Context: an optimization exercise on an open-source flow, tuned for small area, a short achievable clock period and few clock cycles per item. The choices shown serve that exercise and are no tape-out recipe. Power figures rest on the tool's default switching activity, not on a simulated workload.

## priority_semaphore_bank_top
module priority_semaphore_bank_top (
    input  logic         aclk,
    input  logic         aresetn,
    input  logic         s_tvalid,
    output logic         s_tready,
    input  logic [47:0]  s_tdata,
    output logic         m_tvalid,
    input  logic         m_tready,
    output logic [15:0]  m_tdata,
    input  logic         cfg_valid,
    output logic         cfg_ready,
    input  logic [0:0]   cfg_index,
    input  logic [63:0]  cfg_data
);
Settings: LEC_CHECK=0, CAP_MARGIN=20, CORE_MARGIN=2, CORE_UTILIZATION=40, CTS_BUF_LIST=sky130_fd_sc_hd__clkbuf_8, CTS_CLUSTER_DIAMETER=80, CTS_CLUSTER_SIZE=16, SETUP_SLACK_MARGIN=2.5, SLEW_MARGIN=20; clock period 5.0 ns.
run.sh (not shown) runs the stock make flow with config.mk's settings and CLKGATE_MAP_FILE= SYNTH_SCRIPT=/design/flow/synth_recipe.tcl, a recipe that flattens the netlist after the stock synthesis.
Edit:
--- a/flow/design.v
+++ b/flow/design.v
@@ -57,20 +57,20 @@
         two = t4[0] | t4[1] | (a4[0] & a4[1]);
     end
 endmodule
 module psb_core (
     input  logic        aclk,
     input  logic        aresetn,
     input  logic        cfg_mask,     
     input  logic        cfg_counts,   
     input  logic [63:0] cfg_data,
-    input  logic        rd_take,      
     input  logic [7:0]  rd_sel,       
+    input  logic [7:0]  rd_bank,      
     input  logic        ex_fire,
     input  logic [7:0]  sel,          
     input  logic [4:0]  pidx,
     input  logic        op_wait,      
     input  logic        op_block,     
     input  logic        op_sig,       
     input  logic        op_res,       
     output logic [1:0]  status,
     output logic        rel_valid,
@@ -187,19 +187,19 @@
         always_ff @(posedge aclk) begin
             if (we) begin
                 cnt_reg[s]  <= cw;
                 mask_reg[s] <= mask_wd;
                 any_reg[s]  <= any_wd;
             end
         end
     end
     assign fwd  = ex_fire & ((rd_sel & sel) != 8'd0);
-    assign rsel = rd_take ? rd_sel : sel;
+    assign rsel = rd_bank;
     always_comb begin
         rc  = '0;
         rb  = '0;
         rcm = 1'b0;
         rany = 1'b0;
         for (int s = 0; s < 8; s++) begin
             rany = rany | (any_reg[s] & rsel[s]);
             rc  = rc  | (cnt_reg[s]  & {16{rsel[s]}});
             rb  = rb  | (mask_reg[s] & {32{rsel[s]}});
@@ -239,83 +239,92 @@
 );
     typedef struct packed {
         logic [7:0] sel;
         logic [4:0] pidx;
         logic       op_wait;
         logic       op_block;
         logic       op_sig;
         logic       op_res;
     } req_t;
-    logic       x_vld, o0_vld, o1_vld;
-    req_t       x_req, s_req;
+    logic       r_vld, x_vld, o0_vld, o1_vld;
+    req_t       r_req, x_req, s_req;
     logic [8:0] o0, o1, rsp;
-    logic       s_fire, x_fire, o_pop;
-    logic       x_vld_n, o0_vld_n, o1_vld_n, take;
+    logic       s_fire, x_fire, r_move, o_pop;
+    logic       r_vld_n, x_vld_n, o0_vld_n, o1_vld_n, r_move_n;
+    logic [7:0] bank_n, bank_sel;
     logic [1:0] mode;
     logic [5:0] prio;
     logic       prio_ok, tmo_nz;
     logic [1:0] status;
     logic       rel_valid;
     logic [5:0] rel_prio;
     assign mode    = s_tdata[1:0];
     assign prio    = s_tdata[10:5];
     assign tmo_nz  = |s_tdata[42:11];
     assign prio_ok = (prio != 6'd0) && (prio <= 6'd32);
     assign s_req.sel      = 8'd1 << s_tdata[4:2];
     assign s_req.pidx     = prio[4:0] - 5'd1;
     assign s_req.op_wait  = (mode == 2'd0);
     assign s_req.op_block = (mode == 2'd0) && tmo_nz && prio_ok;
     assign s_req.op_sig   = (mode == 2'd1);
     assign s_req.op_res   = (mode == 2'd2) && prio_ok;
     assign cfg_ready = 1'b1;
     assign x_fire   = x_vld && !o1_vld;
-    assign s_tready = take;
-    assign s_fire   = s_tvalid && take;
+    assign r_move   = r_vld && (!x_vld || x_fire);
+    assign s_tready = !r_vld || !x_vld || x_fire;
+    assign s_fire   = s_tvalid && s_tready;
     assign o_pop    = o0_vld && m_tready;
     always_comb begin
         if (!aresetn) begin
+            r_vld_n  = 1'b0;
             x_vld_n  = 1'b0;
             o0_vld_n = 1'b0;
             o1_vld_n = 1'b0;
         end else begin
-            x_vld_n = s_fire || (x_vld && !x_fire);
+            r_vld_n = s_fire || (r_vld && !r_move);
+            x_vld_n = r_move || (x_vld && !x_fire);
             if (!o0_vld || o_pop) begin
                 o0_vld_n = o1_vld || x_fire;
                 o1_vld_n = 1'b0;
             end else begin
                 o0_vld_n = o0_vld;
                 o1_vld_n = o1_vld || x_fire;
             end
         end
+        r_move_n = r_vld_n && (!x_vld_n || !o1_vld_n);
+        bank_n   = r_move_n ? (s_fire ? s_req.sel : r_req.sel) :
+                              (r_move ? r_req.sel : x_req.sel);
     end
     always_ff @(posedge aclk) begin
-        x_vld  <= x_vld_n;
-        o0_vld <= o0_vld_n;
-        o1_vld <= o1_vld_n;
-        take   <= !x_vld_n || !o1_vld_n;
+        r_vld    <= r_vld_n;
+        x_vld    <= x_vld_n;
+        o0_vld   <= o0_vld_n;
+        o1_vld   <= o1_vld_n;
+        bank_sel <= bank_n;
     end
     assign rsp = {rel_prio, rel_valid, status};
     always_ff @(posedge aclk) begin
-        if (s_fire) x_req <= s_req;
+        if (s_fire) r_req <= s_req;
+        if (r_move) x_req <= r_req;
         if (!o0_vld || o_pop) begin
             o0 <= o1_vld ? o1 : rsp;
         end else if (!o1_vld) begin
             o1 <= rsp;
         end
     end
     psb_core u_core (
         .aclk       (aclk),
         .aresetn    (aresetn),
         .cfg_mask   (cfg_valid && (cfg_index == 1'b0)),
         .cfg_counts (cfg_valid && (cfg_index == 1'b1)),
         .cfg_data   (cfg_data),
-        .rd_take    (take),
-        .rd_sel     (s_req.sel),
+        .rd_sel     (r_req.sel),
+        .rd_bank    (bank_sel),
         .ex_fire    (x_fire),
         .sel        (x_req.sel),
         .pidx       (x_req.pidx),
         .op_wait    (x_req.op_wait),
         .op_block   (x_req.op_block),
         .op_sig     (x_req.op_sig),
         .op_res     (x_req.op_res),
         .status     (status),
         .rel_valid  (rel_valid),
The new run finished with timing, DRC and antenna clean.
Design area drops by 1.5%.
Routed wire length drops by 10%.
Worst setup slack gets better by 0.11 ns.
Count of clock-buffer cells in the layout does not change.
Final cell count drops by 2.3%.
Core utilization drops by 2.5 points.
Synthesized area climbs by 2.9%.
Non-clock buffer count drops by 51.
Sequential cell count climbs by 25.
Hold slack gets worse by 0.12 ns.
Total power climbs by 3.4%.
Die area climbs by 2.8%.
Critical path depth drops by 3.
Function was not checked in any run of this note: the RTL went through the layout flow alone.

[separate check: timing with driven ports]
How much do the figures lean on ideal ports? The routed layouts below were timed once more, with nothing changed but the port constraints. Step 1 assumes that a clkbuf_16 drives the clock port and a buf_2 every other input. Step 2 times the ports against the registers' clock, not the clock port: input delays grow and output delays shrink by t, the midpoint of the rising clock arrivals with the driver on. Slacks: ideal ports / drivers / drivers and shift; pairs: ideal ports / drivers.
run	t (ns)	setup slack, ns	worst hold slack (ns)
the first run	0.680	2.245 / 2.245 / 1.719	0.553 / 0.553 / 0.553
the second run	0.706	2.357 / 2.382 / 1.675	0.428 / 0.428 / 0.428
After both steps every run listed still meets setup and hold. The setup slack of the second run, which loses most, moves by +0.025 ns with the drivers and by -0.682 ns with both steps.
